Context: an optimization exercise on an open-source flow, tuned for small area and few clock cycles per item. The choices shown serve that exercise and are no tape-out recipe. RTL that was checked went through simulation tests only; none was proved equivalent to the original. The RTL of runs 1 and 3 to 5 was laid out without a check of its function.

==> flow/design.v (outline; a module is shown in full before it is edited, if it fits) <==
// module fp_mult_pipe: 1338 lines
// module fp_mult_fa: 10 lines
// module fp_mult_ha: 9 lines
// module fp_mult_bsel: 10 lines
// module fp_mult_bselt: 10 lines
module fp_mult_pipe #(
    parameter int EXP_W = 8,
    parameter int MAN_W = 23
) (
    input  logic                   clk,
    input  logic                   rst_n,
    input  logic                   in_valid,
    output logic                   in_ready,
    input  logic [EXP_W+MAN_W:0]   a,
    input  logic [EXP_W+MAN_W:0]   b,
    output logic                   out_valid,
    input  logic                   out_ready,
    output logic [EXP_W+MAN_W:0]   product,
    output logic [4:0]             flags
);
  // ...
==> flow/flow/run.sh <==
#!/bin/bash
# Standard layout with two changes: the port buffers are buf_2 cells, and right
# after synthesis every combinational cell is set to its smallest drive strength
# (the standard repair steps then size up what timing and slew need).
set -euo pipefail
export BUFFER_PORTS_ARGS="-buffer_cell sky130_fd_sc_hd__buf_2"
bash standard.sh synth > synth.log 2>&1
DS_ODB="$PWD/orfs/results/$FLOW_PLATFORM/fp_mult_pipe/base/1_synth.odb" \
DS_LIB="$FLOW_HOME/platforms/$FLOW_PLATFORM/lib/sky130_fd_sc_hd__tt_025C_1v80.lib" \
DS_MAP="$PWD/flow/downsize_map.txt" \
  openroad -no_init -exit flow/downsize.tcl > downsize.log 2>&1
export SKIP_GATE_CLONING=1
export DONT_USE_CELLS="sky130_fd_sc_hd__buf_6 sky130_fd_sc_hd__buf_8 sky130_fd_sc_hd__buf_12 sky130_fd_sc_hd__buf_16 sky130_fd_sc_hd__bufbuf_8 sky130_fd_sc_hd__bufbuf_16"
bash standard.sh > standard.log 2>&1
==> flow/flow/downsize.tcl <==
# Replace every combinational cell by the smallest cell of the same function
# (same name but drive strength); the resizer later sizes up what timing needs.
set odb $::env(DS_ODB)
read_liberty $::env(DS_LIB)
read_db $odb
set map [dict create]
set f [open $::env(DS_MAP)]
while {[gets $f line] >= 0} {
  if {[llength $line] == 2} { dict set map [lindex $line 0] [lindex $line 1] }
}
close $f
set n 0
foreach inst [get_cells *] {
  set ref [get_property $inst ref_name]
  if {[dict exists $map $ref]} {
    replace_cell $inst [dict get $map $ref]
    incr n
  }
}
puts "downsize: replaced $n instances"
write_db $odb
==> flow/flow/downsize_map.txt <==
sky130_fd_sc_hd__a2111o_2 sky130_fd_sc_hd__a2111o_1
sky130_fd_sc_hd__a2111o_4 sky130_fd_sc_hd__a2111o_1
sky130_fd_sc_hd__a2111oi_1 sky130_fd_sc_hd__a2111oi_0
sky130_fd_sc_hd__a2111oi_2 sky130_fd_sc_hd__a2111oi_0
sky130_fd_sc_hd__a2111oi_4 sky130_fd_sc_hd__a2111oi_0
sky130_fd_sc_hd__a211o_2 sky130_fd_sc_hd__a211o_1
sky130_fd_sc_hd__a211o_4 sky130_fd_sc_hd__a211o_1
sky130_fd_sc_hd__a211oi_2 sky130_fd_sc_hd__a211oi_1
sky130_fd_sc_hd__a211oi_4 sky130_fd_sc_hd__a211oi_1
sky130_fd_sc_hd__a21bo_4 sky130_fd_sc_hd__a21bo_1
sky130_fd_sc_hd__a21boi_2 sky130_fd_sc_hd__a21boi_0
sky130_fd_sc_hd__a21boi_4 sky130_fd_sc_hd__a21boi_0
sky130_fd_sc_hd__a21o_2 sky130_fd_sc_hd__a21o_1
sky130_fd_sc_hd__a21o_4 sky130_fd_sc_hd__a21o_1
sky130_fd_sc_hd__a21oi_2 sky130_fd_sc_hd__a21oi_1
sky130_fd_sc_hd__a21oi_4 sky130_fd_sc_hd__a21oi_1
sky130_fd_sc_hd__a221o_2 sky130_fd_sc_hd__a221o_1
sky130_fd_sc_hd__a221o_4 sky130_fd_sc_hd__a221o_1
sky130_fd_sc_hd__a221oi_2 sky130_fd_sc_hd__a221oi_1
sky130_fd_sc_hd__a221oi_4 sky130_fd_sc_hd__a221oi_1
sky130_fd_sc_hd__a22o_2 sky130_fd_sc_hd__a22o_1
sky130_fd_sc_hd__a22o_4 sky130_fd_sc_hd__a22o_1
sky130_fd_sc_hd__a22oi_2 sky130_fd_sc_hd__a22oi_1
sky130_fd_sc_hd__a22oi_4 sky130_fd_sc_hd__a22oi_1
sky130_fd_sc_hd__a2bb2o_2 sky130_fd_sc_hd__a2bb2o_1
sky130_fd_sc_hd__a2bb2o_4 sky130_fd_sc_hd__a2bb2o_1
sky130_fd_sc_hd__a2bb2oi_2 sky130_fd_sc_hd__a2bb2oi_1
sky130_fd_sc_hd__a2bb2oi_4 sky130_fd_sc_hd__a2bb2oi_1
sky130_fd_sc_hd__a311o_2 sky130_fd_sc_hd__a311o_1
sky130_fd_sc_hd__a311o_4 sky130_fd_sc_hd__a311o_1
sky130_fd_sc_hd__a311oi_2 sky130_fd_sc_hd__a311oi_1
sky130_fd_sc_hd__a311oi_4 sky130_fd_sc_hd__a311oi_1
sky130_fd_sc_hd__a31o_4 sky130_fd_sc_hd__a31o_1
sky130_fd_sc_hd__a31oi_2 sky130_fd_sc_hd__a31oi_1
sky130_fd_sc_hd__a31oi_4 sky130_fd_sc_hd__a31oi_1
sky130_fd_sc_hd__a32o_2 sky130_fd_sc_hd__a32o_1
sky130_fd_sc_hd__a32o_4 sky130_fd_sc_hd__a32o_1
sky130_fd_sc_hd__a32oi_2 sky130_fd_sc_hd__a32oi_1
sky130_fd_sc_hd__a32oi_4 sky130_fd_sc_hd__a32oi_1
sky130_fd_sc_hd__a41o_2 sky130_fd_sc_hd__a41o_1
sky130_fd_sc_hd__a41o_4 sky130_fd_sc_hd__a41o_1
sky130_fd_sc_hd__a41oi_2 sky130_fd_sc_hd__a41oi_1
sky130_fd_sc_hd__a41oi_4 sky130_fd_sc_hd__a41oi_1
sky130_fd_sc_hd__and2_2 sky130_fd_sc_hd__and2_0
sky130_fd_sc_hd__and2_4 sky130_fd_sc_hd__and2_0
sky130_fd_sc_hd__and2b_2 sky130_fd_sc_hd__and2b_1
sky130_fd_sc_hd__and2b_4 sky130_fd_sc_hd__and2b_1
sky130_fd_sc_hd__and3_2 sky130_fd_sc_hd__and3_1
sky130_fd_sc_hd__and3_4 sky130_fd_sc_hd__and3_1
sky130_fd_sc_hd__and3b_2 sky130_fd_sc_hd__and3b_1
sky130_fd_sc_hd__and3b_4 sky130_fd_sc_hd__and3b_1
sky130_fd_sc_hd__and4_2 sky130_fd_sc_hd__and4_1
sky130_fd_sc_hd__and4_4 sky130_fd_sc_hd__and4_1
sky130_fd_sc_hd__and4b_2 sky130_fd_sc_hd__and4b_1
sky130_fd_sc_hd__and4b_4 sky130_fd_sc_hd__and4b_1
sky130_fd_sc_hd__and4bb_4 sky130_fd_sc_hd__and4bb_1
sky130_fd_sc_hd__maj3_2 sky130_fd_sc_hd__maj3_1
sky130_fd_sc_hd__maj3_4 sky130_fd_sc_hd__maj3_1
sky130_fd_sc_hd__mux2_4 sky130_fd_sc_hd__mux2_1
sky130_fd_sc_hd__mux2_8 sky130_fd_sc_hd__mux2_1
sky130_fd_sc_hd__mux2i_2 sky130_fd_sc_hd__mux2i_1
sky130_fd_sc_hd__mux2i_4 sky130_fd_sc_hd__mux2i_1
sky130_fd_sc_hd__mux4_1 sky130_fd_sc_hd__mux4_2
sky130_fd_sc_hd__mux4_4 sky130_fd_sc_hd__mux4_2
sky130_fd_sc_hd__nand2_2 sky130_fd_sc_hd__nand2_1
sky130_fd_sc_hd__nand2_4 sky130_fd_sc_hd__nand2_1
sky130_fd_sc_hd__nand2_8 sky130_fd_sc_hd__nand2_1
sky130_fd_sc_hd__nand2b_2 sky130_fd_sc_hd__nand2b_1
sky130_fd_sc_hd__nand2b_4 sky130_fd_sc_hd__nand2b_1
sky130_fd_sc_hd__nand3_2 sky130_fd_sc_hd__nand3_1
sky130_fd_sc_hd__nand3_4 sky130_fd_sc_hd__nand3_1
sky130_fd_sc_hd__nand3b_2 sky130_fd_sc_hd__nand3b_1
sky130_fd_sc_hd__nand3b_4 sky130_fd_sc_hd__nand3b_1
sky130_fd_sc_hd__nand4_2 sky130_fd_sc_hd__nand4_1
sky130_fd_sc_hd__nand4_4 sky130_fd_sc_hd__nand4_1
sky130_fd_sc_hd__nand4b_2 sky130_fd_sc_hd__nand4b_1
sky130_fd_sc_hd__nand4b_4 sky130_fd_sc_hd__nand4b_1
sky130_fd_sc_hd__nand4bb_2 sky130_fd_sc_hd__nand4bb_1
sky130_fd_sc_hd__nand4bb_4 sky130_fd_sc_hd__nand4bb_1
sky130_fd_sc_hd__nor2_2 sky130_fd_sc_hd__nor2_1
sky130_fd_sc_hd__nor2_4 sky130_fd_sc_hd__nor2_1
sky130_fd_sc_hd__nor2_8 sky130_fd_sc_hd__nor2_1
sky130_fd_sc_hd__nor2b_2 sky130_fd_sc_hd__nor2b_1
sky130_fd_sc_hd__nor2b_4 sky130_fd_sc_hd__nor2b_1
sky130_fd_sc_hd__nor3_2 sky130_fd_sc_hd__nor3_1
sky130_fd_sc_hd__nor3_4 sky130_fd_sc_hd__nor3_1
sky130_fd_sc_hd__nor3b_2 sky130_fd_sc_hd__nor3b_1
sky130_fd_sc_hd__nor3b_4 sky130_fd_sc_hd__nor3b_1
sky130_fd_sc_hd__nor4_2 sky130_fd_sc_hd__nor4_1
sky130_fd_sc_hd__nor4_4 sky130_fd_sc_hd__nor4_1
sky130_fd_sc_hd__nor4b_2 sky130_fd_sc_hd__nor4b_1
sky130_fd_sc_hd__nor4b_4 sky130_fd_sc_hd__nor4b_1
sky130_fd_sc_hd__nor4bb_2 sky130_fd_sc_hd__nor4bb_1
sky130_fd_sc_hd__nor4bb_4 sky130_fd_sc_hd__nor4bb_1
sky130_fd_sc_hd__o2111a_2 sky130_fd_sc_hd__o2111a_1
sky130_fd_sc_hd__o2111a_4 sky130_fd_sc_hd__o2111a_1
sky130_fd_sc_hd__o2111ai_2 sky130_fd_sc_hd__o2111ai_1
sky130_fd_sc_hd__o2111ai_4 sky130_fd_sc_hd__o2111ai_1
sky130_fd_sc_hd__o211a_4 sky130_fd_sc_hd__o211a_1
sky130_fd_sc_hd__o211ai_2 sky130_fd_sc_hd__o211ai_1
sky130_fd_sc_hd__o211ai_4 sky130_fd_sc_hd__o211ai_1
sky130_fd_sc_hd__o21a_2 sky130_fd_sc_hd__o21a_1
sky130_fd_sc_hd__o21a_4 sky130_fd_sc_hd__o21a_1
sky130_fd_sc_hd__o21ai_2 sky130_fd_sc_hd__o21ai_0
sky130_fd_sc_hd__o21ai_4 sky130_fd_sc_hd__o21ai_0
sky130_fd_sc_hd__o21ba_4 sky130_fd_sc_hd__o21ba_1
sky130_fd_sc_hd__o21bai_2 sky130_fd_sc_hd__o21bai_1
sky130_fd_sc_hd__o21bai_4 sky130_fd_sc_hd__o21bai_1
sky130_fd_sc_hd__o221a_4 sky130_fd_sc_hd__o221a_1
sky130_fd_sc_hd__o221ai_2 sky130_fd_sc_hd__o221ai_1
sky130_fd_sc_hd__o221ai_4 sky130_fd_sc_hd__o221ai_1
sky130_fd_sc_hd__o22a_2 sky130_fd_sc_hd__o22a_1
sky130_fd_sc_hd__o22a_4 sky130_fd_sc_hd__o22a_1
sky130_fd_sc_hd__o22ai_2 sky130_fd_sc_hd__o22ai_1
sky130_fd_sc_hd__o22ai_4 sky130_fd_sc_hd__o22ai_1
sky130_fd_sc_hd__o2bb2a_2 sky130_fd_sc_hd__o2bb2a_1
sky130_fd_sc_hd__o2bb2a_4 sky130_fd_sc_hd__o2bb2a_1
sky130_fd_sc_hd__o2bb2ai_2 sky130_fd_sc_hd__o2bb2ai_1
sky130_fd_sc_hd__o2bb2ai_4 sky130_fd_sc_hd__o2bb2ai_1
sky130_fd_sc_hd__o311a_2 sky130_fd_sc_hd__o311a_1
sky130_fd_sc_hd__o311a_4 sky130_fd_sc_hd__o311a_1
sky130_fd_sc_hd__o311ai_2 sky130_fd_sc_hd__o311ai_0
sky130_fd_sc_hd__o311ai_4 sky130_fd_sc_hd__o311ai_0
sky130_fd_sc_hd__o31a_2 sky130_fd_sc_hd__o31a_1
sky130_fd_sc_hd__o31a_4 sky130_fd_sc_hd__o31a_1
sky130_fd_sc_hd__o31ai_2 sky130_fd_sc_hd__o31ai_1
sky130_fd_sc_hd__o31ai_4 sky130_fd_sc_hd__o31ai_1
sky130_fd_sc_hd__o32a_2 sky130_fd_sc_hd__o32a_1
sky130_fd_sc_hd__o32a_4 sky130_fd_sc_hd__o32a_1
sky130_fd_sc_hd__o32ai_2 sky130_fd_sc_hd__o32ai_1
sky130_fd_sc_hd__o32ai_4 sky130_fd_sc_hd__o32ai_1
sky130_fd_sc_hd__o41a_2 sky130_fd_sc_hd__o41a_1
sky130_fd_sc_hd__o41a_4 sky130_fd_sc_hd__o41a_1
sky130_fd_sc_hd__o41ai_2 sky130_fd_sc_hd__o41ai_1
sky130_fd_sc_hd__o41ai_4 sky130_fd_sc_hd__o41ai_1
sky130_fd_sc_hd__or2_4 sky130_fd_sc_hd__or2_0
sky130_fd_sc_hd__or2b_2 sky130_fd_sc_hd__or2b_1
sky130_fd_sc_hd__or2b_4 sky130_fd_sc_hd__or2b_1
sky130_fd_sc_hd__or3_2 sky130_fd_sc_hd__or3_1
sky130_fd_sc_hd__or3_4 sky130_fd_sc_hd__or3_1
sky130_fd_sc_hd__or3b_4 sky130_fd_sc_hd__or3b_1
sky130_fd_sc_hd__or4_2 sky130_fd_sc_hd__or4_1
sky130_fd_sc_hd__or4_4 sky130_fd_sc_hd__or4_1
sky130_fd_sc_hd__or4b_4 sky130_fd_sc_hd__or4b_1
sky130_fd_sc_hd__or4bb_2 sky130_fd_sc_hd__or4bb_1
sky130_fd_sc_hd__or4bb_4 sky130_fd_sc_hd__or4bb_1
sky130_fd_sc_hd__sdlclkp_2 sky130_fd_sc_hd__sdlclkp_1
sky130_fd_sc_hd__sdlclkp_4 sky130_fd_sc_hd__sdlclkp_1
sky130_fd_sc_hd__xnor2_2 sky130_fd_sc_hd__xnor2_1
sky130_fd_sc_hd__xnor2_4 sky130_fd_sc_hd__xnor2_1
sky130_fd_sc_hd__xnor3_2 sky130_fd_sc_hd__xnor3_1
sky130_fd_sc_hd__xnor3_4 sky130_fd_sc_hd__xnor3_1
sky130_fd_sc_hd__xor2_2 sky130_fd_sc_hd__xor2_1
sky130_fd_sc_hd__xor2_4 sky130_fd_sc_hd__xor2_1
sky130_fd_sc_hd__xor3_2 sky130_fd_sc_hd__xor3_1
sky130_fd_sc_hd__xor3_4 sky130_fd_sc_hd__xor3_1
==> flow/standard.sh <==
#!/bin/bash
# synth_recipe.tcl (not shown) runs the flow's synth.tcl, then flattens the netlist and writes it again
# the make line also repeats each setting of config.mk as NAME=value (left out here)
make -C /OpenROAD-flow-scripts/flow DESIGN_CONFIG=/design/flow/config.mk WORK_HOME=/design/flow/orfs CLKGATE_MAP_FILE= SYNTH_SCRIPT=/design/flow/synth_recipe.tcl "${@:-finish}"
==> flow/config.mk <==
export PLATFORM = sky130hd
export DESIGN_NAME = fp_mult_pipe
export DESIGN_NICKNAME = fp_mult_pipe
export VERILOG_FILES = /design/flow/design.v
export SDC_FILE = /design/flow/constraint.sdc
export NUM_CORES = 4
export LEC_CHECK = 0
export CAP_MARGIN = 20
export CORE_MARGIN = 2
export CORE_UTILIZATION = 40
export GPL_TIMING_DRIVEN = 1
export SETUP_SLACK_MARGIN = 0.05
export SLEW_MARGIN = 20
export SYNTH_HIERARCHICAL = 1
==> flow/constraint.sdc <==
create_clock -name core_clock -period 7.5 [get_ports {clk}]
set_input_delay 1.5000 -clock core_clock [delete_from_list [all_inputs] [get_ports {clk}]]
set_output_delay 1.5000 -clock core_clock [all_outputs]
set_load 0.01 [all_outputs]
==> results.cfg, run 1 <==
[final_layout]
final_common_cell = xnor2_1
drive_gt1_share_pct = 14.2
nonClockBufferCount = 229
num_antenna_cells = 0
multi_input_area_mm2 = 0.0150
multi_input_area_share_pct = 79.9
n_sequential_cell = 41
final_cells = 2425
num-multi-input-gates = 1570

[detailed_routing]
routed_via_density = 6.17
wl_met2_mm = 24.1
wl_mm = 58.1
ant_nets = 0

[timing]
finalClockSkew_ns = 0.00489
slew_viol_final = 0
rsz0062_at_grt = yes

[worst_setup_path]
cpPeakStageDelay_ns = 0.56

[cts]
cts-hold-fix-buffers = 0
clk_pin_slew_ns = 0.05
h-tree-depth = 2
numClockSinks = 41

[synthesis]
synth_cells = 1706

[hold_path]
hold_end = v_r
min_from = v_r

[grt]
grt_pass1_wl_mm = 88.9

[outcome]
status = timing/DRC/antenna clean
==> inputs of run 2 (changes only) <==
--- a/flow/design.v
+++ b/flow/design.v
@@ -1355,16 +1355,6 @@
     assign s = x ^ y;
     assign c = x & y;
 endmodule
-module fp_mult_bsel (
-    input  logic one_n,
-    input  logic two_n,
-    input  logic neg,
-    input  logic a0_n,
-    input  logic a1_n,
-    output logic p
-);
-    assign p = ~((one_n | a0_n) & (two_n | a1_n)) ^ neg;
-endmodule
 module fp_mult_bselt (
     input  logic one,
     input  logic two,
--- a/flow/flow/run.sh
+++ b/flow/flow/run.sh
@@ -10,5 +10,4 @@
 DS_MAP="$PWD/flow/downsize_map.txt" \
   openroad -no_init -exit flow/downsize.tcl > downsize.log 2>&1
 export SKIP_GATE_CLONING=1
-export DONT_USE_CELLS="sky130_fd_sc_hd__buf_6 sky130_fd_sc_hd__buf_8 sky130_fd_sc_hd__buf_12 sky130_fd_sc_hd__buf_16 sky130_fd_sc_hd__bufbuf_8 sky130_fd_sc_hd__bufbuf_16"
 bash standard.sh > standard.log 2>&1
==> run 2 against run 1 <==
Against the previous run: still clean; via count unchanged; critical path depth is the same; sequential cell count unchanged; register-to-register slack hardly changed.
==> results.cfg, run 2 <==
[timing]
finalSetupTns_ns = 0
period_minus_slack_ns = 7.21
finalClockSkew_ns = 0.00489
slew_viol_final = 0
fin_crit_sh_pct = 96.1
whs_ns = 0.835
finalHoldViolCount = 0
relSlewSlack_pct = 41.2
rsz0062_at_grt = yes
tightest_slew_ns = 0.874
fmax_mhz = 139
setup_viol = 0

[hold_path]
hold_path_class = reg -> reg

[worst_setup_path]
cpPeakStageDelay_ns = 0.56
path_cells = buf_2 -> xor2_2 -> buf_4 -> a22oi_1 -> xnor2_1 -> fa_1 -> fa_1 -> fa_1 -> fa_1 -> fa_1 -> ha_1 -> nand3_1 -> o221ai_1 -> a31o_2 -> nand3_1 -> a21oi_1 -> o2111ai_1 -> a311oi_1 -> xnor2_1
crit_top_cell = fa_1
crit_arrival_ns = 7.22
start_kind = input pin
critPathRequiredTime_ns = 7.51
end_kind = flip-flop
path_max_fanout = 15
cp_slowest_cell = fa_1
worstSetupPathType = in -> reg

[cts]
numClockSinks = 41
clk_latency_ns = 0.29
cts-root-buf = clkbuf_16
clockBufferDepth = 2
cts_buffers = 5
h-tree-depth = 2
clk_pin_slew_ns = 0.05
cts-hold-fix-buffers = 0
cts_tree = built

[floorplan]
fp.dieW_um = 207
coreArea_mm2 = 0.0407
die_h_um = 207
dieArea_mm2 = 0.0429
ios = 107
rows = 74
initial_core_util_pct = 40.5

[grt]
antenna_found_initial = 1
grt.total_usage_pct = 26.3
grt_pass1_vias = 14872
grt_pass1_wl_mm = 88.9
grt_max_degree = 46
grt-ovfl-total = 0

[synthesis]
synth_fp_nets = 2120
synth.cell_area_mm2 = 0.0165
syn_avg_cell_area_um2 = 9.67
ys.warnings.count = 7
synth_cells = 1706

[final_layout]
num_antenna_cells = 0
final_area_mm2 = 0.0188
nets = 2306
regMostFlops = p_r
largest_register_ffs = 26
syn2layout_area_growth_pct = 13.8
layout_common_cells = xnor2_1, a22oi_1, fa_1
final_common_cell = xnor2_1
top_regs = p_r (26), e_r (9)
drive_gt1_share_pct = 14.2

[placement]
gp_congestion = 0.947
portBuffers = 106
hpwl_mm = 45.1
place_area_mm2 = 0.0186

[detailed_routing]
ant_nets = 0
drt-pass1-iter-count = 6
wl_per_cell_um = 24.0
routed_via_density = 6.17
drcViolationCount = 0
wl_mm = 58.1
drt_iter0_markers = 1619
vias = 14966

[outcome]
status = timing/DRC/antenna clean

[job]
cap_violations = 0
==> run 2: cell counts in the layout (fill, tap and decap cells not counted) <==
No cell type changed its count.
==> run 2: area by class of cell <==
class / count / area [um2]
inverter: 45 / 169
tap: 532 / 666
sequential: 41 / 1230
timing repair buffer: 229 / 1540
clock inverter: 2 / 35.0
fill: 3929 / 22000
multi-input combinational: 1570 / 15000
clock buffer: 6 / 129
==> run 2: timing repair <==
action / CTS / global route
buffers inserted: 0 / 3
setup endpoints to repair: 0 / 26
resized for setup: 0 / 8
==> run 2: critical path, delay by kind of cell <==
| kind | cells | cell delay, ns |
|---|---|---|
| fa+ha+maj | 6 | 2.83 |
| compound gates | 6 | 1.30 |
| simple gates | 2 | 0.18 |
| xor+xnor | 3 | 0.85 |
| buf+inv | 2 | 0.54 |
==> run 2: path summary, 6_finish.rpt <==
kind,from,to,slack (ns),cells past startpoint
max,b[17],p_r[47],0.29,19
min,v_r,v_r,0.83,3
max reg2reg,v_r,p_r[28],6.26,2
min reg2reg,v_r,v_r,0.83,3
max in group asynchronous,rst_n,v_r,6.43,1
min in group asynchronous,rst_n,v_r,0.98,1
==> run 2: stage by stage <==
stage	std cells	util, %	worst slack [ns]
6_report	2425	46.1	0.293
5_1_grt	2425	46.1	0.0207
4_1_cts	2422	46.0	0.0797
3_5_place_dp	2414	45.6	0.0160
3_3_place_gp	2414	45.6	0.129
2_1_floorplan	1706	-	0.0550
==> run 2: routing by layer <==
| metal | share of wire (%) | vias up | wire [um] | track usage [%] |
|---|---|---|---|---|
| li1 | - | 6647 | - | - |
| met1 | 44 | 7362 | 25400 | 37.1 |
| met2 | 42 | 854 | 24100 | 38.3 |
| met3 | 12 | 101 | 7260 | 9.38 |
| met4 | 2.2 | 2 | 1300 | 6.53 |
| met5 | 0.021 | - | 12 | 0 |
Testbench counts of run 2, summed over its fixed seeds: cycles 8,008, items 8,000.
==> inputs of run 3 (changes only) <==
--- a/flow/design.v
+++ b/flow/design.v
@@ -1355,6 +1355,16 @@
     assign s = x ^ y;
     assign c = x & y;
 endmodule
+module fp_mult_bsel (
+    input  logic one_n,
+    input  logic two_n,
+    input  logic neg,
+    input  logic a0_n,
+    input  logic a1_n,
+    output logic p
+);
+    assign p = ~((one_n | a0_n) & (two_n | a1_n)) ^ neg;
+endmodule
 module fp_mult_bselt (
     input  logic one,
     input  logic two,
--- a/flow/flow/run.sh
+++ b/flow/flow/run.sh
@@ -10,4 +10,5 @@
 DS_MAP="$PWD/flow/downsize_map.txt" \
   openroad -no_init -exit flow/downsize.tcl > downsize.log 2>&1
 export SKIP_GATE_CLONING=1
+export POST_GLOBAL_PLACE_TCL="$PWD/flow/post_gpl.tcl"
 bash standard.sh > standard.log 2>&1
==> flow/flow/post_gpl.tcl (new file) <==
# After timing-driven global placement: take out the buffers it inserted
# (the port buffers stay); the resize and CTS repair steps add back what
# slew, capacitance and timing need.
set bufs [get_cells -quiet place*]
puts "post_gpl: removing [llength $bufs] placement buffers"
if { [llength $bufs] > 0 } {
  remove_buffers $bufs
}
==> run 3 against run 2 <==
Against the previous run: clock skew is 0.00058 ns lower; clock-buffer cell count stayed put; setup slack worse by 0.14 ns; first-iteration DRC count rose by 1.9%; final area fell by 4.6%; die area did not move; non-clock buffer count fell by 196.
==> results.cfg, run 3 <==
[outcome]
status = timing/DRC/antenna clean

[detailed_routing]
met1_length_mm = 25.3
ant_nets = 0
routed_via_density = 6.46
drcViolationCount = 0
drt_iter0_markers = 1650
wl_per_cell_um = 26.5
vias = 14410
drt-pass1-iter-count = 6
wl_met2_mm = 24.4
wl_mm = 59.0
top_layer_used = met4
wl_met3_mm = 8.02

[job]
cap_violations = 0

[worst_setup_path]
crit_arrival_ns = 7.36
r2r_cells = 1
path_buf_inv = 0
cp.depth = 18
regToRegEndpoint = m1_r
path_max_fanout = 12
worstSetupPathType = in -> reg
critPathRequiredTime_ns = 7.51
path_cells = nand2b_1 -> o21ai_4 -> a22oi_1 -> xnor2_1 -> fa_1 -> fa_1 -> fa_1 -> fa_1 -> fa_1 -> ha_1 -> nand4_1 -> nor2_1 -> and4_1 -> a32oi_1 -> nand2_1 -> a21oi_1 -> mux2i_1 -> o211ai_1
start_kind = input pin
cpLargestDelayFamily = adder cells
crit_top_cell = fa_1
end_kind = flip-flop
cpPeakStageDelay_ns = 0.64
r2r_slack_ns = 5.95
rr_startpoint = v_r
cp_slowest_cell = fa_1

[cts]
cts_tree = built
cts-root-buf = clkbuf_16
cts_buffers = 5
h-tree-depth = 2
clk_latency_ns = 0.29
cts-hold-fix-buffers = 0
numClockSinks = 41
clockBufferDepth = 2
clk_pin_slew_ns = 0.05

[timing]
relSlewSlack_pct = 32.3
worst_slack_ns = 0.154
finalHoldViolCount = 0
rsz0062_at_grt = no
tightest_slew_ns = 1.02
finalClockSkew_ns = 0.00430
slew_viol_final = 0
setup_viol = 0
fmax_mhz = 136
fin_crit_sh_pct = 98.0
period_minus_slack_ns = 7.35

[hold_path]
hold_path_class = in -> async

[final_layout]
regArea_mm2 = 0.00123
drive_gt1_share_pct = 5.48
largest_register_ffs = 26
multi_input_area_mm2 = 0.0153
n_fill_cell = 3935
num_antenna_cells = 0
final_common_cell = xnor2_1
syn2layout_area_growth_pct = 8.51
final_cells = 2229
regMostFlops = p_r
layout_common_cells = xnor2_1, a22oi_1, fa_1
top_regs = p_r (26), e_r (9)
final_area_mm2 = 0.0179
nets = 2110

[floorplan]
ios = 107
coreArea_mm2 = 0.0407
dieArea_mm2 = 0.0429
initial_core_util_pct = 40.5
die_h_um = 207
rows = 74
fp.dieW_um = 207

[placement]
hpwl_mm = 41.5
dp_slack_ns = -0.828
place_area_mm2 = 0.0172
placed_cells_incl_taps = 2192
portBuffers = 106

[grt]
grt_pass1_vias = 14011
antenna_found_initial = 0
grt-ovfl-total = 0
grt_max_degree = 43
grt_pass1_wl_mm = 88.2
grt.total_usage_pct = 26.3

[synthesis]
syn_avg_cell_area_um2 = 9.67
synth.cell_area_mm2 = 0.0165
synth_cells = 1706
ys.warnings.count = 7
synth_fp_nets = 2120
run 3: per-stage QoR:
step | setup TNS (ns) | hold slack [ns] | utilization, %
after floorplan | 0 | 1.20 | -
after global placement | 0 | 0.839 | 45.6
after detailed placement | -23.43 | 1.20 | 42.3
after CTS | 0 | 0.897 | 43.3
after global routing | 0 | 0.890 | 44.0
final | 0 | 0.908 | 44.0
run 3: repair_timing:
action,in CTS,in global routing
resized for setup,30,7
pin swaps,6,19
hold endpoints to repair,0,0
setup buffers,7,22
endpoints found under the setup margin,46,36
run 3: cell type report:
class	instances	share of cell area, %
Inverter	45	0.943
Sequential cell	41	6.85
Clock inverter	2	0.196
Multi-Input combinational cell	1570	85.5
Clock buffer	6	0.720
Timing Repair Buffer	33	2.03
Tap cell	532	3.72
run 3: how the worst max path moves through the flow:
stage          startpoint     endpoint  slack, ns
3_3_place_gp        b[19]      p_r[47]       0.13
3_5_place_dp      p_r[47]  product[21]      -0.83
6_report            b[14]      p_r[33]       0.15
4_1_cts             b[10]      p_r[47]       0.07
5_1_grt             b[14]      p_r[33]       0.05
2_1_floorplan       b[19]      p_r[47]       0.06
run 3: metal layers:
metal	vias to the layer above	track usage, %
li1	6251	-
met1	7202	38.0
met2	854	38.1
met3	103	9.14
met4	0	4.78
met5	-	0
==> inputs of run 4 (changes only) <==
--- a/flow/config.mk
+++ b/flow/config.mk
@@ -9,6 +9,6 @@
 export CORE_MARGIN = 2
 export CORE_UTILIZATION = 40
 export GPL_TIMING_DRIVEN = 1
-export SETUP_SLACK_MARGIN = 0.05
+export SETUP_SLACK_MARGIN = 0.0
 export SLEW_MARGIN = 20
 export SYNTH_HIERARCHICAL = 1
==> run 4 against run 3 <==
Against the previous run: routed wire length fell by 1.3%; utilization rose by 0.13 points; fmax rose by 1.2%; clock-buffer cell count did not move; highest routed layer unchanged.
==> results.cfg, run 4 <==
[grt]
grt_pass1_wl_mm = 87.2
grt_use_met1_pct = 36.3
grt-ovfl-total = 0
grt_use_met2_pct = 39.2
met3_usage_pct = 7.16
antenna_found_initial = 0
grt_busiest_layer = met2
grt_max_degree = 43
grt_pass1_vias = 14273
grt.total_usage_pct = 25.7

[final_layout]
final_area_mm2 = 0.0180
drive_gt1_share_pct = 5.59
layout_common_cells = xnor2_1, a22oi_1, fa_1
regMostFlops = p_r
num_antenna_cells = 0
largest_register_ffs = 26
syn2layout_area_growth_pct = 8.83
nets = 2111
top_regs = p_r (26), e_r (9)
final_common_cell = xnor2_1

[hold_path]
hold_path_class = in -> async

[worst_setup_path]
r2r_slack_ns = 6.21
start_kind = input pin
path_max_fanout = 12
r2r_cells = 1
path_buf_inv = 1
regToRegEndpoint = e_r[1]
cp-endpoint = p_r[47]
worstSetupPathType = in -> reg
path_cells = nand2b_1 -> o21ai_4 -> clkbuf_8 -> a22oi_1 -> xnor2_1 -> fa_1 -> fa_1 -> fa_1 -> fa_1 -> fa_1 -> ha_1 -> nand3_1 -> o221ai_1 -> a31o_2 -> nand3_1 -> a21oi_1 -> o2111ai_1 -> a311oi_1 -> xnor2_1
cpLargestDelayFamily = adder cells
crit_top_cell = fa_1
cpPeakStageDelay_ns = 0.56
cp_slowest_cell = fa_1
critPathLaunch = b[14]
cp.depth = 19
rr_startpoint = v_r
crit_arrival_ns = 7.29
end_kind = flip-flop
critPathRequiredTime_ns = 7.53

[timing]
setup_viol = 0
slew_viol_final = 0
fin_crit_sh_pct = 96.7
tightest_slew_ns = 0.910
rsz0062_at_grt = no
relSlewSlack_pct = 39.1
worst_slack_ns = 0.244
finalHoldViolCount = 0
finalClockSkew_ns = 0.00558
fmax_mhz = 138
period_minus_slack_ns = 7.26
finalSetupTns_ns = 0

[placement]
hpwl_mm = 40.7
dp_slack_ns = -1.02
portBuffers = 106
place_area_mm2 = 0.0173

[floorplan]
fp.dieW_um = 207
dieArea_mm2 = 0.0429
ios = 107
initial_core_util_pct = 40.5
die_h_um = 207
coreArea_mm2 = 0.0407
rows = 74

[detailed_routing]
routed_via_density = 6.46
wl_mm = 58.2
ant_nets = 0
drt_iter0_markers = 1565
wl_per_cell_um = 26.1
drt-pass1-iter-count = 6
drcViolationCount = 0
vias = 14406

[synthesis]
ys.warnings.count = 7
synth_fp_nets = 2120
syn_avg_cell_area_um2 = 9.67
synth_cells = 1706
synth.cell_area_mm2 = 0.0165

[job]
cap_violations = 0

[cts]
cts-hold-fix-buffers = 0
h-tree-depth = 2
clockBufferDepth = 2
cts_tree = built
cts-root-buf = clkbuf_16
clk_latency_ns = 0.28
cts_buffers = 5
clk_pin_slew_ns = 0.06
numClockSinks = 41

[outcome]
status = timing/DRC/antenna clean
## run 4: how the worst min path moves through the flow
stage | start | endpoint | slack, ns | depth (start not counted)
finish | rst_n | v_r | 0.90 | 0
global route | rst_n | v_r | 0.89 | 0
CTS | rst_n | v_r | 0.89 | 0
detailed placement | rst_n | v_r | 1.20 | 0
global placement | v_r | v_r | 0.84 | 3
floorplan | rst_n | v_r | 1.20 | 0
## run 4: per-layer routing
metal / vias to the layer above / routed length (um)
met4: 0 / 1700
li1: 6262 / -
met5: - / 0
met3: 114 / 7290
met2: 872 / 24900
met1: 7158 / 24400
## run 4: stage by stage
stage	utilization, %	hold WS (ns)	std cells
3_3_place_gp	45.5	0.836	2409
4_1_cts	43.3	0.893	2205
3_5_place_dp	42.4	1.20	2193
5_1_grt	44.1	0.888	2230
2_1_floorplan	-	1.20	1706
6_report	44.1	0.905	2230
## run 4: cell type report
type / instances / area, um2
clock buffers: 6 / 129
clock inverters: 2 / 33.8
fillers: 3937 / 22800
inverters: 45 / 169
multi-input cells: 1570 / 15300
flip-flops and latches: 41 / 1230
well taps: 532 / 666
repair buffers: 34 / 400
## run 4: timing repair
item                                    in CTS  in global routing
pin swaps                                    2                 19
endpoints found under the setup margin      47                 46
gates cloned                                 0                  0
buffers inserted                             4                 25
resized for setup                           30                  9
==> inputs of run 5 (changes only) <==
==> flow/flow/post_gpl.tcl (replaced) <==
# After timing-driven global placement: replace the buffers it inserted
# (the port buffers stay) by gain-based fanout buffering.
set bufs [get_cells -quiet place*]
puts "post_gpl: removing [llength $bufs] placement buffers"
if { [llength $bufs] > 0 } {
  remove_buffers $bufs
}
estimate_parasitics -placement
repair_design -buffer_gain 4 -verbose
--- a/flow/config.mk
+++ b/flow/config.mk
@@ -9,6 +9,6 @@
 export CORE_MARGIN = 2
 export CORE_UTILIZATION = 40
 export GPL_TIMING_DRIVEN = 1
-export SETUP_SLACK_MARGIN = 0.0
+export SETUP_SLACK_MARGIN = 0.05
 export SLEW_MARGIN = 20
 export SYNTH_HIERARCHICAL = 1
==> run 5 against run 4 <==
Against the previous run: the flow now stops in global placement (3_3_place_gp); synthesized cell count did not move; area after synthesis stayed put.
==> results.cfg, run 5 <==
[floorplan]
die_h_um = 207
fp.dieW_um = 207
rows = 74
initial_core_util_pct = 40.5
ios = 107

[outcome]
lastStage = global placement (3_3_place_gp)
status = aborted with a tool error
error_line = [ERROR EST-0104] inconsistent parasitics state

[synthesis]
ys.warnings.count = 7
synth_fp_nets = 2120
synth_cells = 1706
syn_avg_cell_area_um2 = 9.67
synth.cell_area_mm2 = 0.0165

[placement]
portBuffers = 106
==> inputs of run 6 (changes only) <==
--- a/flow/design.v
+++ b/flow/design.v
@@ -1355,16 +1355,6 @@
     assign s = x ^ y;
     assign c = x & y;
 endmodule
-module fp_mult_bsel (
-    input  logic one_n,
-    input  logic two_n,
-    input  logic neg,
-    input  logic a0_n,
-    input  logic a1_n,
-    output logic p
-);
-    assign p = ~((one_n | a0_n) & (two_n | a1_n)) ^ neg;
-endmodule
 module fp_mult_bselt (
     input  logic one,
     input  logic two,
==> flow/flow/post_gpl.tcl (replaced) <==
# After timing-driven global placement: take out the buffers it inserted
# (named place*); the port buffers (input*, output*) stay. The resize and CTS
# repair steps add back what slew, capacitance and timing need.
set names {}
foreach inst [get_cells -quiet place*] {
  lappend names [get_full_name $inst]
}
puts "post_gpl: removing [llength $names] placement buffers"
if { [llength $names] > 0 } {
  remove_buffers {*}$names
}
puts "post_gpl: port buffers kept: [llength [get_cells -quiet input*]] input, [llength [get_cells -quiet output*]] output"
==> run 6 against run 5 <==
Against the previous run: the run now finishes clean; area after synthesis is the same; synthesized cell count unchanged.
==> results.cfg, run 6 <==
[outcome]
status = timing/DRC/antenna clean

[worst_setup_path]
path_max_fanout = 36
end_kind = flip-flop
regToRegEndpoint = m1_r
cp_slowest_cell = fa_2
rr_startpoint = v_r
critPathRequiredTime_ns = 7.51
start_kind = input pin
cpLargestDelayFamily = adder cells
crit_arrival_ns = 7.30
path_cells = buf_12 -> xor2_4 -> a22oi_1 -> xnor2_1 -> fa_1 -> fa_1 -> fa_1 -> fa_2 -> fa_1 -> ha_1 -> nand4_1 -> nor2_1 -> and4_1 -> a32oi_2 -> a21oi_2 -> o2111ai_1 -> a311oi_1 -> xnor2_1
r2r_cells = 1
path_buf_inv = 1
worstSetupPathType = in -> reg
cp-endpoint = p_r[47]
cp.depth = 18
cpPeakStageDelay_ns = 0.63
r2r_slack_ns = 6.05
critPathLaunch = b[13]
crit_top_cell = fa_1

[floorplan]
die_h_um = 207
fp.dieW_um = 207
coreArea_mm2 = 0.0407
ios = 107
rows = 74
dieArea_mm2 = 0.0429
initial_core_util_pct = 40.5

[final_layout]
layout_common_cells = xnor2_1, a22oi_1, fa_1
largest_register_ffs = 26
drive_gt1_share_pct = 13.2
final_util_pct = 46.5
nets = 2252
syn2layout_area_growth_pct = 14.8
top_regs = p_r (26), e_r (9)
final_common_cell = xnor2_1
regMostFlops = p_r

[placement]
dp_slack_ns = -1.57
hpwl_mm = 41.4
portBuffers = 106

[synthesis]
syn_avg_cell_area_um2 = 9.67
ys.warnings.count = 7
synth_cells = 1706
synth_fp_nets = 2120
synth.cell_area_mm2 = 0.0165

[timing]
fin_crit_sh_pct = 97.2
fmax_mhz = 137
relSlewSlack_pct = 36.0
whs_ns = 0.983
slew_viol_final = 0
rsz0062_at_grt = yes
setup_viol = 0
finalHoldViolCount = 0
period_minus_slack_ns = 7.29
worst_slack_ns = 0.206
finalClockSkew_ns = 0.00553
tightest_slew_ns = 0.961

[cts]
cts-root-buf = clkbuf_16
clk_pin_slew_ns = 0.05
numClockSinks = 41
h-tree-depth = 2
cts_tree = built
clk_latency_ns = 0.29
clockBufferDepth = 2
cts_buffers = 5
cts-hold-fix-buffers = 0

[detailed_routing]
vias = 15026
routed_via_density = 6.33
ant_nets = 0
drcViolationCount = 0
drt-pass1-iter-count = 6
drt_iter0_markers = 1707
wl_mm = 59.4
wl_per_cell_um = 25.0

[grt]
grt-ovfl-total = 0
grt_max_degree = 43
grt.total_usage_pct = 26.8
grt_pass1_vias = 14764
grt_pass1_wl_mm = 90.2
antenna_found_initial = 1

[job]
cap_violations = 0

[hold_path]
hold_path_class = in -> async
## run 6: worst min path at each step
stage / from / to / slack, ns / cells past startpoint
CTS: rst_n / v_r / 0.97 / 1
global route: rst_n / v_r / 0.97 / 1
floorplan: rst_n / v_r / 1.20 / 0
finish: rst_n / v_r / 0.98 / 1
global placement: v_r / v_r / 0.84 / 3
detailed placement: v_r / v_r / 1.16 / 2
## run 6: layer usage
| layer | wire (um) | global-route usage, % | vias up |
|---|---|---|---|
| li1 | - | - | 6555 |
| met1 | 25300 | 39.2 | 7386 |
| met2 | 24600 | 38.4 | 961 |
| met3 | 7650 | 7.44 | 124 |
| met4 | 1760 | 7.96 | 0 |
| met5 | 0 | 0 | - |
## run 6: timing repair
| action | in CTS | in global routing |
|---|---|---|
| setup buffers | 50 | 15 |
| setup endpoints to repair | 60 | 38 |
| pin swaps | 20 | 6 |
| resized for setup | 50 | 42 |
## run 6: metrics by stage
stage / instances / setup TNS [ns] / area, um2
3_5_place_dp: 2298 / -46.73 / 17800
2_1_floorplan: 1706 / 0 / 16600
6_report: 2373 / 0 / 19000
3_3_place_gp: 2414 / 0 / 18600
5_1_grt: 2371 / 0 / 18900
4_1_cts: 2356 / 0 / 18600
## run 6: area by class of cell
cell class | instances | area (um2)
Clock buffer | 6 | 129
Multi-Input combinational cell | 1570 | 15300
Timing Repair Buffer | 175 | 1370
Clock inverter | 2 | 35.0
Inverter | 45 | 184
Sequential cell | 41 | 1230
Antenna cell | 2 | 5.00
Tap cell | 532 | 666
Fill cell | 3873 | 21800
Testbench counts of run 6, summed over its fixed seeds: cycles 8,008, items 8,000.
==> inputs of run 7 (changes only) <==
--- a/flow/flow/run.sh
+++ b/flow/flow/run.sh
@@ -1,7 +1,13 @@
 #!/bin/bash
-# Standard layout with two changes: the port buffers are buf_2 cells, and right
-# after synthesis every combinational cell is set to its smallest drive strength
-# (the standard repair steps then size up what timing and slew need).
+# Standard layout (standard.sh) with these changes:
+# - the port buffers are buf_2 cells;
+# - right after synthesis every combinational cell is set to its smallest drive
+#   strength (flow/downsize.tcl); the repair steps size up what timing needs;
+# - the buffers that timing-driven global placement inserts are taken out again
+#   right after it (flow/post_gpl.tcl), so the later repair steps add only what
+#   slew, capacitance and timing need;
+# - the repair steps do not clone gates.
+# Each tool's output goes to its own log in this folder.
 set -euo pipefail
 export BUFFER_PORTS_ARGS="-buffer_cell sky130_fd_sc_hd__buf_2"
 bash standard.sh synth > synth.log 2>&1
==> flow/flow/post_gpl.tcl (replaced) <==
# After timing-driven global placement: take out the buffers it inserted
# (the port buffers stay); the resize and CTS repair steps add back what
# slew, capacitance and timing need.
set bufs [get_cells -quiet place*]
puts "post_gpl: removing [llength $bufs] placement buffers"
if { [llength $bufs] > 0 } {
  remove_buffers $bufs
}
==> run 7 against run 6 <==
Against the previous run: still clean on timing, DRC and antenna; utilization fell by 2.6 points; clock-buffer cell count unchanged; routed wire length shrank 0.63%; final cell count shrank 6.1%; via count is 4.1% lower; die area unchanged; highest routed layer unchanged.
==> results.cfg, run 7 <==
[worst_setup_path]
critPathRequiredTime_ns = 7.51
path_max_fanout = 12
worstSetupPathType = in -> reg
end_kind = flip-flop
start_kind = input pin
crit_arrival_ns = 7.36

[timing]
fin_crit_sh_pct = 98.0
tightest_slew_ns = 1.02
worst_slack_ns = 0.154
setup_viol = 0
finalSetupTns_ns = 0
period_minus_slack_ns = 7.35
relSlewSlack_pct = 32.3
finalClockSkew_ns = 0.00430
finalHoldViolCount = 0
slew_viol_final = 0
fmax_mhz = 136
rsz0062_at_grt = no

[floorplan]
rows = 74
die_h_um = 207
coreArea_mm2 = 0.0407
dieArea_mm2 = 0.0429
fp.dieW_um = 207
ios = 107
initial_core_util_pct = 40.5

[detailed_routing]
wl_mm = 59.0
drt_iter0_markers = 1650
drcViolationCount = 0
ant_nets = 0
routed_via_density = 6.46
vias = 14410
drt-pass1-iter-count = 6
wl_per_cell_um = 26.5

[cts]
numClockSinks = 41
cts_buffers = 5
h-tree-depth = 2
cts-root-buf = clkbuf_16
clockBufferDepth = 2
cts_tree = built
clk_latency_ns = 0.29
clk_pin_slew_ns = 0.05
cts-hold-fix-buffers = 0

[placement]
dp_slack_ns = -0.828
hpwl_mm = 41.5
portBuffers = 106
placed_cells_incl_taps = 2192

[grt]
grt_pass1_wl_mm = 88.2
antenna_found_initial = 0
grt_max_degree = 43
grt.total_usage_pct = 26.3
grt_pass1_vias = 14011
grt-ovfl-total = 0

[final_layout]
n_fill_cell = 3935
largest_register_ffs = 26
nets = 2110
num_antenna_cells = 0
final_common_cell = xnor2_1
layout_common_cells = xnor2_1, a22oi_1, fa_1
regArea_mm2 = 0.00123
multi_input_area_mm2 = 0.0153
top_regs = p_r (26), e_r (9)
regMostFlops = p_r
syn2layout_area_growth_pct = 8.51
drive_gt1_share_pct = 5.48
final_cells = 2229
final_util_pct = 44.0

[job]
cap_violations = 0

[synthesis]
synth_fp_nets = 2120
syn_avg_cell_area_um2 = 9.67
ys.warnings.count = 7
synth.cell_area_mm2 = 0.0165
synth_cells = 1706

[outcome]
status = timing/DRC/antenna clean

[hold_path]
hold_path_class = in -> async
-- run 7: worst max-delay path, stage by stage --
cell      delay (ns)
nand2b_1        0.18
o21ai_4         0.54
a22oi_1         0.17
xnor2_1         0.18
fa_1            0.53
fa_1            0.52
fa_1            0.45
fa_1            0.64
fa_1            0.44
ha_1            0.39
nand4_1         0.15
nor2_1          0.07
and4_1          0.17
a32oi_1         0.54
nand2_1         0.22
a21oi_1         0.30
mux2i_1         0.22
o211ai_1        0.12
-- run 7: per-stage QoR --
step	cell area, um2	hold WS [ns]
floorplan	16600	1.20
global placement	18600	0.839
detailed placement	17200	1.20
CTS	17600	0.897
global route	17900	0.890
finish	17900	0.908
-- run 7: final timing paths --
check / startpoint / endpoint / slack [ns] / cells after the start
worst max-delay path: b[14] / p_r[33] / 0.15 / 18
worst max register to register: v_r / m1_r / 5.95 / 1
worst min-delay path: rst_n / v_r / 0.91 / 0
worst min register to register: v_r / v_r / 1.24 / 2
max in group asynchronous: rst_n / v_r / 6.53 / 0
min in group core_clock: v_r / v_r / 1.24 / 2
-- run 7: repair_timing --
item,4_1_cts,5_1_grt
buffers inserted,7,22
gates resized for setup,30,7
pin swaps,6,19
endpoints found under the setup margin,46,36
-- run 7: layer usage --
metal	part of all wire [%]	GRT usage [%]	vias up
met5	0	0	-
met4	2.2	4.78	0
met3	14	9.14	103
met2	41	38.1	854
met1	43	38.0	7202
li1	-	-	6251
-- run 7: final cells by class --
class / count / share of cell area, %
repair buffers: 33 / 2.03
well taps: 532 / 3.72
flip-flops and latches: 41 / 6.85
multi-input cells: 1570 / 85.5
inverters: 45 / 0.943
clock buffers: 6 / 0.720
clock inverters: 2 / 0.196

re-timing with driven ports:
Ports are ideal in the flow. The routed layouts listed here were re-timed in OpenROAD.
Step 1 assumes that a clkbuf_16 drives the clock port and a buf_2 every other input.
Step 2 also shifts input and output timing later by t, the mid clock arrival at the registers, as if the neighbouring blocks saw the same clock.
a / b / c = ideal / step 1 / step 2; a / b = the first two.
| run | t, ns | setup slack, ns | worst setup path at the end | latest minus earliest clock arrival (ns) |
|---|---|---|---|---|
| run 1 | 0.321 | 0.293 / 0.306 / -0.015 | input to register | 0.008 / 0.008 |
| run 2 | 0.321 | 0.293 / 0.306 / -0.015 | input to register | 0.008 / 0.008 |
| run 3 | 0.320 | 0.154 / -0.817 / -1.137 | input to register | 0.008 / 0.008 |
| run 4 | 0.321 | 0.244 / -0.778 / -1.098 | input to register | 0.009 / 0.009 |
| run 6 | 0.320 | 0.206 / 0.184 / -0.136 | input to register | 0.009 / 0.009 |
| run 7 | 0.320 | 0.154 / -0.817 / -1.137 | input to register | 0.008 / 0.008 |
Met with ideal ports but missed after step 2: setup timing in every run listed. For run 4, which loses most, drivers alone change the setup slack by -1.022 ns; drivers and shift together by -1.342 ns.
